This design comes from an exercise in tuning for small area, a short achievable clock period and few clock cycles per item on the open sky130 flow, not from production work. In this exercise RTL edits were held to simulation tests only and were not proved equivalent to the original. No activity file was given, so power comes from the tool's default toggle rates.

--- flow/run.sh ---
#!/bin/bash
# synth_recipe.tcl (not shown) runs the flow's synth.tcl, then flattens the netlist and writes it again
# the make line also repeats each setting of config.mk as NAME=value (left out here)
make -C /OpenROAD-flow-scripts/flow DESIGN_CONFIG=/design/flow/config.mk WORK_HOME=/design/flow/orfs CLKGATE_MAP_FILE= SYNTH_SCRIPT=/design/flow/synth_recipe.tcl finish
--- flow/constraint.sdc ---
create_clock -name core_clock -period 11.0 [get_ports {clk}]
set_input_delay 2.2000 -clock core_clock [delete_from_list [all_inputs] [get_ports {clk}]]
set_output_delay 2.2000 -clock core_clock [all_outputs]
set_load 0.01 [all_outputs]
--- flow/design.v ---
package exec_pkg;
	localparam int XLEN    = 32;
	localparam int MODE_W  = 5;
	localparam int SUB_W   = 2;
	localparam int DEST_W  = 4;
	localparam int FDEST_W = 2;
	localparam int EXC_W   = 8;
	localparam logic [MODE_W-1:0] MODE_UARITH = 5'd1;
	localparam logic [MODE_W-1:0] MODE_SARITH = 5'd2;
	localparam logic [MODE_W-1:0] MODE_SHIFT  = 5'd5;
	localparam logic [MODE_W-1:0] MODE_LOGIC  = 5'd6;
	localparam logic [MODE_W-1:0] MODE_MOVE   = 5'd9;
	localparam logic [MODE_W-1:0] MODE_CMP    = 5'd17;
	localparam logic [MODE_W-1:0] MODE_SEXT   = 5'd18;
	localparam logic [SUB_W-1:0] ARITH_ADD = 2'd0;
	localparam logic [SUB_W-1:0] ARITH_SUB = 2'd1;
	localparam logic [SUB_W-1:0] ARITH_MUL = 2'd2;
	localparam logic [SUB_W-1:0] ARITH_DIV = 2'd3;
	localparam logic [SUB_W-1:0] SH_LEFT   = 2'd0;
	localparam logic [SUB_W-1:0] SH_RIGHT  = 2'd1;
	localparam logic [SUB_W-1:0] ROT_LEFT  = 2'd2;
	localparam logic [SUB_W-1:0] ROT_RIGHT = 2'd3;
	localparam logic [SUB_W-1:0] LG_AND = 2'd0;
	localparam logic [SUB_W-1:0] LG_OR  = 2'd1;
	localparam logic [SUB_W-1:0] LG_NOT = 2'd2;
	localparam logic [SUB_W-1:0] LG_XOR = 2'd3;
	localparam logic [SUB_W-1:0] CMP_UNSIGNED = 2'd0;
	localparam logic [SUB_W-1:0] CMP_SIGNED   = 2'd1;
	localparam logic [SUB_W-1:0] SEXT_BYTE    = 2'd0;
	localparam logic [SUB_W-1:0] SEXT_HALF    = 2'd1;
	localparam int unsigned SHIFT_MAX = 32;  
	localparam int MUL_BITS_PER_STEP  = 4;   
	localparam logic [EXC_W-1:0] EXC_DIV_ZERO = 8'd5;
	localparam logic [EXC_W-1:0] EXC_SHIFT_L  = 8'd6;
	localparam logic [EXC_W-1:0] EXC_SHIFT_R  = 8'd7;
	typedef union packed {
		logic [2*XLEN-1:0] product;
		struct packed {
			logic [XLEN-1:0] remainder;  
			logic [XLEN-1:0] quotient;   
		} division;
	} wide_result_u;
endpackage
import exec_pkg::*;
module int_mul (
	input  logic              clk,
	input  logic              rst,
	input  logic              start,
	input  logic              signed_op,
	input  logic [XLEN-1:0]   x1,
	input  logic [XLEN-1:0]   x2,
	output logic              done,
	output logic [2*XLEN-1:0] product
);
	logic busy, wide, last_step;
	logic [3:0] step;
	logic [2*XLEN-1:0] ma, mb, acc, acc_next;
	assign last_step = busy && (step == (wide ? 4'(2*XLEN/MUL_BITS_PER_STEP - 1)
		: 4'(XLEN/MUL_BITS_PER_STEP - 1)));
	always_comb begin
		acc_next = acc;
		for (int j = 0; j < MUL_BITS_PER_STEP; j++) begin
			if (mb[j])
				acc_next = acc_next + (ma << j);
		end
	end
	always_ff @(posedge clk) begin
		if (rst) begin
			busy <= 1'b0;
			step <= '0;
		end else if (start) begin
			busy <= 1'b1;
			step <= '0;
		end else if (busy) begin
			step <= step + 4'd1;
			if (last_step)
				busy <= 1'b0;
		end
	end
	always_ff @(posedge clk) begin
		if (start) begin
			ma   <= signed_op ? {{XLEN{x1[XLEN-1]}}, x1} : {{XLEN{1'b0}}, x1};
			mb   <= signed_op ? {{XLEN{x2[XLEN-1]}}, x2} : {{XLEN{1'b0}}, x2};
			acc  <= '0;
			wide <= signed_op;
		end else if (busy) begin
			acc <= acc_next;
			ma  <= ma << MUL_BITS_PER_STEP;  
			mb  <= mb >> MUL_BITS_PER_STEP;
		end
	end
	assign done    = last_step;
	assign product = acc_next;
endmodule
import exec_pkg::*;
module int_div (
	input  logic            clk,
	input  logic            rst,
	input  logic            start,
	input  logic            signed_op,
	input  logic [XLEN-1:0] x1,
	input  logic [XLEN-1:0] x2,
	output logic            done,
	output logic [XLEN-1:0] quotient,
	output logic [XLEN-1:0] remainder
);
	logic busy, neg_q, neg_r, iterate;
	logic [5:0] step;
	logic [XLEN-1:0] mag1, mag2, quo, rem, dvs;
	logic [XLEN:0] shifted, trial;
	assign mag1 = (signed_op && x1[XLEN-1]) ? -x1 : x1;
	assign mag2 = (signed_op && x2[XLEN-1]) ? -x2 : x2;
	assign iterate = busy && (step != 6'(XLEN));
	assign shifted = {rem, quo[XLEN-1]};
	assign trial   = shifted - {1'b0, dvs};
	always_ff @(posedge clk) begin
		if (rst) begin
			busy <= 1'b0;
			step <= '0;
		end else if (start) begin
			busy <= 1'b1;
			step <= '0;
		end else if (busy) begin
			step <= step + 6'd1;
			if (step == 6'(XLEN))
				busy <= 1'b0;  
		end
	end
	always_ff @(posedge clk) begin
		if (start) begin
			quo   <= mag1;
			rem   <= '0;
			dvs   <= mag2;
			neg_q <= signed_op && (x1[XLEN-1] ^ x2[XLEN-1]);
			neg_r <= signed_op && x1[XLEN-1];
		end else if (iterate) begin
			if (!trial[XLEN]) begin
				rem <= trial[XLEN-1:0];
				quo <= {quo[XLEN-2:0], 1'b1};
			end else begin
				rem <= shifted[XLEN-1:0];  
				quo <= {quo[XLEN-2:0], 1'b0};
			end
		end
	end
	assign done      = busy && (step == 6'(XLEN));
	assign quotient  = neg_q ? -quo : quo;
	assign remainder = neg_r ? -rem : rem;  
endmodule
import exec_pkg::*;
module int_arith (
	input  logic             clk,
	input  logic             rst,
	input  logic             start,
	input  logic             signed_op,
	input  logic [SUB_W-1:0] sub_op,
	input  logic [XLEN-1:0]  x1,
	input  logic [XLEN-1:0]  x2,
	output logic             done,
	output exec_pkg::wide_result_u result
);
	logic [2*XLEN-1:0] a_ext, b_ext, sum_r, product;
	logic [XLEN-1:0] quotient, remainder;
	logic as_start, as_done, mul_start, mul_done, div_start, div_done;
	assign a_ext = signed_op ? {{XLEN{x1[XLEN-1]}}, x1} : {{XLEN{1'b0}}, x1};
	assign b_ext = signed_op ? {{XLEN{x2[XLEN-1]}}, x2} : {{XLEN{1'b0}}, x2};
	assign as_start  = start && ((sub_op == ARITH_ADD) || (sub_op == ARITH_SUB));
	assign mul_start = start && (sub_op == ARITH_MUL);
	assign div_start = start && (sub_op == ARITH_DIV);
	always_ff @(posedge clk) begin
		if (rst)
			as_done <= 1'b0;
		else
			as_done <= as_start;
	end
	always_ff @(posedge clk) begin
		if (as_start)
			sum_r <= (sub_op == ARITH_SUB) ? a_ext - b_ext : a_ext + b_ext;  
	end
	int_mul u_mul (
		.clk       (clk),
		.rst       (rst),
		.start     (mul_start),
		.signed_op (signed_op),
		.x1        (x1),
		.x2        (x2),
		.done      (mul_done),
		.product   (product)
	);
	int_div u_div (
		.clk       (clk),
		.rst       (rst),
		.start     (div_start),
		.signed_op (signed_op),
		.x1        (x1),
		.x2        (x2),
		.done      (div_done),
		.quotient  (quotient),
		.remainder (remainder)
	);
	assign done = as_done || mul_done || div_done;
	always_comb begin
		result = '0;
		case (sub_op)
			ARITH_MUL: result.product = product;
			ARITH_DIV: begin
				result.division.quotient  = quotient;
				result.division.remainder = remainder;
			end
			default:   result.product = sum_r;
		endcase
	end
endmodule
import exec_pkg::*;
module exec_simple (
	input  logic [MODE_W-1:0] mode,
	input  logic [SUB_W-1:0]  sub_op,
	input  logic [XLEN-1:0]   x1,
	input  logic [XLEN-1:0]   x2,
	output logic [XLEN-1:0]   y_lo,
	output logic [XLEN-1:0]   y_hi
);
	logic [5:0] amt, amt_inv;
	logic [2*XLEN-1:0] wide_left;
	logic [XLEN-1:0] right_part, spill;
	logic nz1, nz2, lt;
	assign amt        = x2[5:0];           
	assign amt_inv    = 6'd32 - amt;
	assign wide_left  = {{XLEN{1'b0}}, x1} << amt;
	assign right_part = x1 >> amt;
	assign spill      = x1 << amt_inv;     
	assign nz1        = (x1 != '0);
	assign nz2        = (x2 != '0);
	always_comb begin
		case (sub_op)
			CMP_UNSIGNED: lt = (x1 < x2);
			CMP_SIGNED:   lt = ($signed(x1) < $signed(x2));
			default:      lt = 1'b0;
		endcase
	end
	always_comb begin
		y_lo = '0;
		y_hi = '0;
		case (mode)
			MODE_SHIFT: begin
				case (sub_op)
					SH_LEFT: begin
						y_lo = wide_left[XLEN-1:0];
						y_hi = wide_left[2*XLEN-1:XLEN];
					end
					SH_RIGHT: begin
						y_lo = right_part;
						y_hi = spill;
					end
					ROT_LEFT: begin
						y_lo = wide_left[XLEN-1:0] | wide_left[2*XLEN-1:XLEN];
						y_hi = wide_left[2*XLEN-1:XLEN];  
					end
					ROT_RIGHT: begin
						y_lo = right_part | spill;
						y_hi = spill;
					end
				endcase
			end
			MODE_LOGIC: begin
				case (sub_op)
					LG_AND: begin
						y_lo    = x1 & x2;
						y_hi[0] = nz1 && nz2;
					end
					LG_OR: begin
						y_lo    = x1 | x2;
						y_hi[0] = nz1 || nz2;
					end
					LG_NOT: begin
						y_lo    = ~x2;
						y_hi[0] = !nz2;
					end
					LG_XOR: begin
						y_lo    = x1 ^ x2;
						y_hi[0] = nz1 ^ nz2;
					end
				endcase
			end
			MODE_CMP: begin
				y_hi[0] = (x1 == x2);
				y_hi[1] = lt;
			end
			MODE_MOVE: begin
				y_lo = x2;
			end
			MODE_SEXT: begin
				case (sub_op)
					SEXT_BYTE: y_lo = {{(XLEN-8){x2[7]}}, x2[7:0]};
					SEXT_HALF: y_lo = {{(XLEN-16){x2[15]}}, x2[15:0]};
					default:   y_lo = '0;
				endcase
			end
			default: begin
				y_lo = '0;  
				y_hi = '0;
			end
		endcase
	end
endmodule
import exec_pkg::*;
module exec_unit (
	input  logic               clk,
	input  logic               rst,
	input  logic               in_valid,
	output logic               in_ready,
	input  logic [MODE_W-1:0]  mode,
	input  logic [SUB_W-1:0]   sub_op,
	input  logic [XLEN-1:0]    x1,
	input  logic [XLEN-1:0]    x2,
	input  logic [DEST_W-1:0]  dest_sel,
	input  logic [FDEST_W-1:0] flag_sel,
	output logic               out_valid,
	input  logic               out_ready,
	output logic [XLEN-1:0]    y_lo,
	output logic [XLEN-1:0]    y_hi,
	output logic [DEST_W-1:0]  dest,
	output logic [FDEST_W-1:0] flag_dest,
	output logic               exc,
	output logic [EXC_W-1:0]   exc_code
);
	logic busy, fresh, accept, finish;
	logic [MODE_W-1:0] op_mode;
	logic [SUB_W-1:0] op_sub;
	logic [XLEN-1:0] op_x1, op_x2;
	logic [DEST_W-1:0] op_dest;
	logic [FDEST_W-1:0] op_flag;
	logic is_arith, known, div_zero, shift_range, raise;
	logic arith_start, arith_done, arith_signed;
	logic [EXC_W-1:0] code;
	logic [XLEN-1:0] simple_lo, simple_hi, res_lo, res_hi;
	exec_pkg::wide_result_u arith_res;
	assign in_ready = !busy && !out_valid;
	assign accept   = in_valid && in_ready;
	assign is_arith     = (op_mode == MODE_UARITH) || (op_mode == MODE_SARITH);
	assign arith_signed = (op_mode == MODE_SARITH);
	assign known = is_arith || (op_mode == MODE_SHIFT) || (op_mode == MODE_LOGIC) ||
		(op_mode == MODE_MOVE) || (op_mode == MODE_CMP) || (op_mode == MODE_SEXT);
	assign div_zero    = is_arith && (op_sub == ARITH_DIV) && (op_x2 == '0);
	assign shift_range = (op_mode == MODE_SHIFT) && (op_x2 > SHIFT_MAX);
	assign raise       = div_zero || shift_range;
	assign code = div_zero ? EXC_DIV_ZERO :
		((op_sub == SH_RIGHT) || (op_sub == ROT_RIGHT)) ? EXC_SHIFT_R : EXC_SHIFT_L;
	assign arith_start = fresh && is_arith && !raise;  
	assign finish = busy && (arith_done || (fresh && !(is_arith && !raise)));
	assign res_lo = raise ? '0 : is_arith ? arith_res.product[XLEN-1:0] : simple_lo;
	assign res_hi = raise ? '0 : is_arith ? arith_res.product[2*XLEN-1:XLEN] : simple_hi;
	exec_simple u_simple (
		.mode   (op_mode),
		.sub_op (op_sub),
		.x1     (op_x1),
		.x2     (op_x2),
		.y_lo   (simple_lo),
		.y_hi   (simple_hi)
	);
	int_arith u_arith (
		.clk       (clk),
		.rst       (rst),
		.start     (arith_start),
		.signed_op (arith_signed),
		.sub_op    (op_sub),
		.x1        (op_x1),
		.x2        (op_x2),
		.done      (arith_done),
		.result    (arith_res)
	);
	always_ff @(posedge clk) begin
		if (rst) begin
			busy      <= 1'b0;
			fresh     <= 1'b0;
			out_valid <= 1'b0;
			exc       <= 1'b0;
		end else begin
			fresh <= accept;
			if (accept)
				busy <= 1'b1;
			else if (finish)
				busy <= 1'b0;
			if (finish) begin
				out_valid <= 1'b1;
				exc       <= raise;
			end else if (out_valid && out_ready) begin
				out_valid <= 1'b0;  
			end
		end
	end
	always_ff @(posedge clk) begin
		if (accept) begin
			op_mode <= mode;
			op_sub  <= sub_op;
			op_x1   <= x1;
			op_x2   <= x2;
			op_dest <= dest_sel;
			op_flag <= flag_sel;
		end
	end
	always_ff @(posedge clk) begin
		if (finish) begin
			y_lo      <= res_lo;
			y_hi      <= res_hi;
			dest      <= (raise || !known) ? '0 : op_dest;  
			flag_dest <= (raise || !known) ? '0 : op_flag;
			exc_code  <= raise ? code : '0;
		end
	end
endmodule
--- flow/config.mk ---
export PLATFORM = sky130hd
export DESIGN_NAME = exec_unit
export DESIGN_NICKNAME = exec_unit
export VERILOG_FILES = /design/flow/design.v
export SDC_FILE = /design/flow/constraint.sdc
export NUM_CORES = 4
export LEC_CHECK = 0
export CAP_MARGIN = 20
export CORE_MARGIN = 2
export CORE_UTILIZATION = 40
export PLACE_DENSITY = 0.6
export SLEW_MARGIN = 20
==> results.txt <==
per-layer routing:
layer | vias to the layer above | wire length (um) | share of wire | global-route usage
met2 | 2632 | 113000 | 0.42 | 0.555
li1 | 26000 | - | - | -
met5 | - | 13 | 0.000049 | 0
met4 | 2 | 19100 | 0.072 | 0.220
met1 | 27600 | 112000 | 0.42 | 0.484
met3 | 538 | 21000 | 0.079 | 0.0573
critical path: cells and delay by family, from the launching register on:
family | cells | cell delay (ns)
AOI/OAI and AO/OA | 24 | 5.81
xor gates and xnor gates | 4 | 0.59
adders and majority gates | 4 | 1.61
buffers and inverters | 3 | 0.51
DFF | 1 | 0.50
muxes | 1 | 0.30
and+or+nand+nor | 6 | 0.84
worst min path at each step:
stage | cells past startpoint | startpoint | slack [ns] | endpoint
6_report | 2 | u_arith.u_mul.acc[0] | 0.50 | u_arith.u_mul.acc[0]
5_1_grt | 2 | out_valid | 0.53 | out_valid
4_1_cts | 2 | u_arith.u_mul.acc[0] | 0.50 | u_arith.u_mul.acc[0]
3_5_place_dp | 2 | u_arith.u_mul.acc[0] | 0.49 | u_arith.u_mul.acc[0]
3_3_place_gp | 2 | exc | 0.48 | exc
2_1_floorplan | 2 | fresh | 0.47 | u_arith.as_done
registers in the layout, indices dropped and copies added, names as in the netlist, 2 cells and up:
register / cells
u_arith.u_div.quo: 32
op_flag: 2
flag_dest: 2
op_dest: 4
u_arith.u_div.rem: 32
op_x2: 32
u_arith.u_mul.step: 4
op_sub: 2
u_arith.u_mul.acc: 64
u_arith.sum_r: 64
op_mode: 5
u_arith.u_mul.ma: 64
exc_code: 3
op_x1: 32
dest: 4
y_lo: 32
y_hi: 32
u_arith.u_div.step: 6
u_arith.u_div.dvs: 32
u_arith.u_mul.mb: 40
cell usage in the layout (no fill, tap or decap), types with 20 or more instances in the layout:
master	count
a211o_1	20
a211oi_1	93
a21o_1	248
a21oi_1	609
a221o_1	23
a221oi_1	41
a22o_1	37
a22oi_1	55
a31oi_1	100
and2_1	43
and3_1	56
buf_4	295
clkbuf_16	61
clkdlybuf4s50_1	156
dfxtp_1	112
edfxtp_1	385
ha_1	437
inv_1	233
mux2_2	117
mux2i_1	178
mux4_2	22
nand2_1	818
nand2b_1	45
nand3_1	134
nand4_1	109
nor2_1	505
nor2b_1	61
nor3_1	121
nor4_1	29
o211ai_1	61
o21a_1	60
o21ai_0	638
o21ai_1	49
o21bai_1	64
o221ai_1	26
o22ai_1	31
o31ai_1	53
or3_1	43
xnor2_1	312
xor2_1	128
cells in the mapped netlist (18+ instances only):
| cell | number | share of area |
|---|---|---|
| o21ai_1 | 48 | 0.0044 |
| a21o_1 | 249 | 0.034 |
| buf_1 | 52 | 0.0036 |
| nor3_1 | 125 | 0.011 |
| nand3_1 | 134 | 0.012 |
| a31oi_1 | 100 | 0.011 |
| a211o_1 | 20 | 0.0032 |
| o21ai_0 | 644 | 0.059 |
| o211ai_1 | 61 | 0.0083 |
| and4_1 | 18 | 0.0029 |
| xor2_1 | 130 | 0.021 |
| a221o_1 | 23 | 0.0042 |
| o221ai_1 | 26 | 0.0041 |
| nand2_1 | 821 | 0.056 |
| a32oi_1 | 18 | 0.0029 |
| xnor2_1 | 317 | 0.051 |
| clkbuf_1 | 380 | 0.026 |
| nor4_1 | 31 | 0.0035 |
| edfxtp_1 | 385 | 0.21 |
| o41ai_1 | 19 | 0.0030 |
| o21a_1 | 60 | 0.0082 |
| or3_1 | 43 | 0.0049 |
| o22ai_1 | 31 | 0.0035 |
| nand2b_1 | 45 | 0.0051 |
| mux4_2 | 22 | 0.0090 |
| mux2i_1 | 179 | 0.033 |
| and3_1 | 56 | 0.0064 |
| inv_1 | 237 | 0.016 |
| mux2_2 | 117 | 0.024 |
| or2_2 | 18 | 0.0020 |
| a211oi_1 | 99 | 0.014 |
| nor2b_1 | 61 | 0.0069 |
| o31ai_1 | 57 | 0.0078 |
| buf_2 | 22 | 0.0020 |
| o21bai_1 | 64 | 0.0087 |
| nor2_1 | 514 | 0.035 |
| a22oi_1 | 55 | 0.0075 |
| ha_1 | 446 | 0.10 |
| and2_1 | 43 | 0.0049 |
| a21oi_1 | 621 | 0.057 |
| a22o_1 | 37 | 0.0059 |
| dfxtp_1 | 113 | 0.041 |
| nand4_1 | 109 | 0.012 |
| a221oi_1 | 42 | 0.0067 |
metrics by stage:
stage,setup slack [ns],power (uW),util,TNS (ns),std cells
after floorplan,1.56,9130,-,0,6969
after global placement,-0.289,12500,0.434,-0.289,8752
after detailed placement,-0.186,12400,0.434,-0.186,8752
after CTS,0.0117,14600,0.449,0,8866
after global routing,0.00318,15900,0.451,0,8872
final,0.498,15000,0.451,0,8876
kinds of logic after synthesis:
kind of cell / Yosys count / share of synthesized area
AND/OR/NAND/NOR: 2075 / 0.173
flip-flops: 498 / 0.251
AO/OA/AOI/OAI: 2467 / 0.286
other: 1 / 0.0000682
XOR/XNOR: 448 / 0.0716
buffers and inverters: 706 / 0.0491
multiplexers: 318 / 0.0656
adder cells (fa/ha/maj): 452 / 0.104
cell type report:
cell class / count / area (um^2)
fill: 13800 / 75200
multi-input combinational: 5765 / 38800
sequential: 498 / 13800
timing repair buffer: 456 / 3880
tap: 1794 / 2240
clock buffer: 82 / 1710
inverter: 245 / 923
clock inverter: 32 / 392
antenna: 4 / 10.0
timing repair:
item | in CTS | in global routing
setup buffers | 0 | 6
pin swaps | 0 | 6
setup endpoints to repair | 1 | 32
resized for setup | 4 | 56
report_power, final:
part / internal (uW) / leakage (uW) / switching [uW] / total [uW]
sequential: 2210 / 0.00450 / 306 / 2520
combinational: 3990 / 0.0197 / 6320 / 10300
clock: 1230 / 0.00101 / 902 / 2130
==> results.txt <==
- H-tree depth: 2
- WL/cell: 29.8 um
- Fin area: between 60000 and 70000 um^2
- Io pins: 162
- Worst min-delay path class: reg2reg
- Ratio of cells with drive above 1 in the final layout: 0.0966
- Data required, critical path: 11.41 ns
- Via density: between 6 and 7
- Post-synthesis cell area: 55000 um^2
- DP Area: between 50000 and 60000 um^2
- Flops & latches, synth: between 400 and 500
- Synth Flop Type: edfxtp_1
- Number of synthesized flops with an enable pin: 385
- Vias in the first global route: 53700
- Critical-path top delay cell: edfxtp_1
- YS warnings: 5
- Worst Clk Skew: 0.0383 ns
- Count of final setup violators: 0
- Final nets: 7560
- Die H: approximately 370 um
- Final cycle utilization of the critical path: 0.955
- Synth unique cells: roughly 100
- Final hold slack: 0.499 ns
- Reg2Reg Capture Point: y_hi[12]
- Critical path data arrival time: 10.91 ns
- Reg-to-reg setup timing slack: approximately 0.5 ns
- RSZ-0062 raised after global routing: false
- Crit path launch type: flip-flop
- CTS tree: done
- Largest net degree at the start of global routing: 164
- Gr ovfl total: 0
- Setup crit end kind: flip-flop
- Relative slew slack: 0.206
- Worst setup endpoint: y_hi[12]
- Clock slew at reported path FFs: 0.06 ns
- DR vias: about 57000
- Drt first pass iters: 6
- CTS root buffer: clkbuf_16
- Post-DP HPWL: 209000 um
- RR Startpoint: u_arith.u_mul.ma[4]
- Pin slew with the least headroom to its limit: 1.19 ns
- Num CTS Buffers: 61
- CP Max Fanout: 7
- FP Rows: 136
- Antenna Violating Nets Remaining: 0
- CTS max path bufs: 3
- Largest stage delay, worst path: around 0.50 ns
- Crit Path Class: reg2reg
- Full die area: 140000 um^2
- Syn-to-layout area delta: 12.4%
- Core area: 137000 um^2
- Status: complete, no violations
- Avg Cell Area, Syn: 7.89 um^2
- Die X: 375 um
- Routability Congestion: 1.04
- Global-route wire length before repair: between 300000 and 400000 um
- Max-slew violations: 0
- Maximum vdd drop: 0.000163 V
- F_max: 95.2 MHz
- Hold-fix buffers, CTS: 0
- Number of max-cap violations: 0
- Critical Path Start: u_arith.u_mul.ma[4]
- Final WL: 265000 um
- Leakage: roughly 0.025 uW
- Tmin final: 10.50 ns
- Sequential-to-total area share from yosys stat: 0.251
- Pwr dens: around 240 nW/um^2
- Input/output buffers: between 150 and 200
- Clk Latency, worst-skew pair: 0.72 ns
- Initial Util: 0.401
- # DRC: 0
- Mapped Cells: slightly below 7000
- Sink Count: 498
- Post-synth ARST share: 0
- DRT iter0 DRCs: between 5000 and 6000
- Gr usage total: 0.364
- Initial antenna violation count: 15
- Fin. Hold Viols: 0
- R2R depth: 42
Testbench counts, summed over its fixed seeds: cycles 206,328, ops 32,000.

-- static timing again, ports no longer ideal --
The results above use ideal ports. As a check the final layout listed here was re-extracted and re-timed, cells and wires unchanged.
Step 1 assumes that a clkbuf_16 drives the clock port and a buf_2 every other input.
Step 2 also shifts input and output timing later by t, the mid clock arrival at the registers, as if the neighbouring blocks saw the same clock.
a / b / c = no drivers / after step 1 / after step 2; a / b = the first two.
t (ns): 0.785
slack for setup (ns): 0.498 / 0.498 / 0.498
worst hold slack (ns): 0.499 / 0.499 / 0.499
worst setup path after step 2: register to register
After both steps this run still meets setup and hold. For this run, drivers alone change the setup slack by 0.000 ns; drivers and shift together by 0.000 ns.
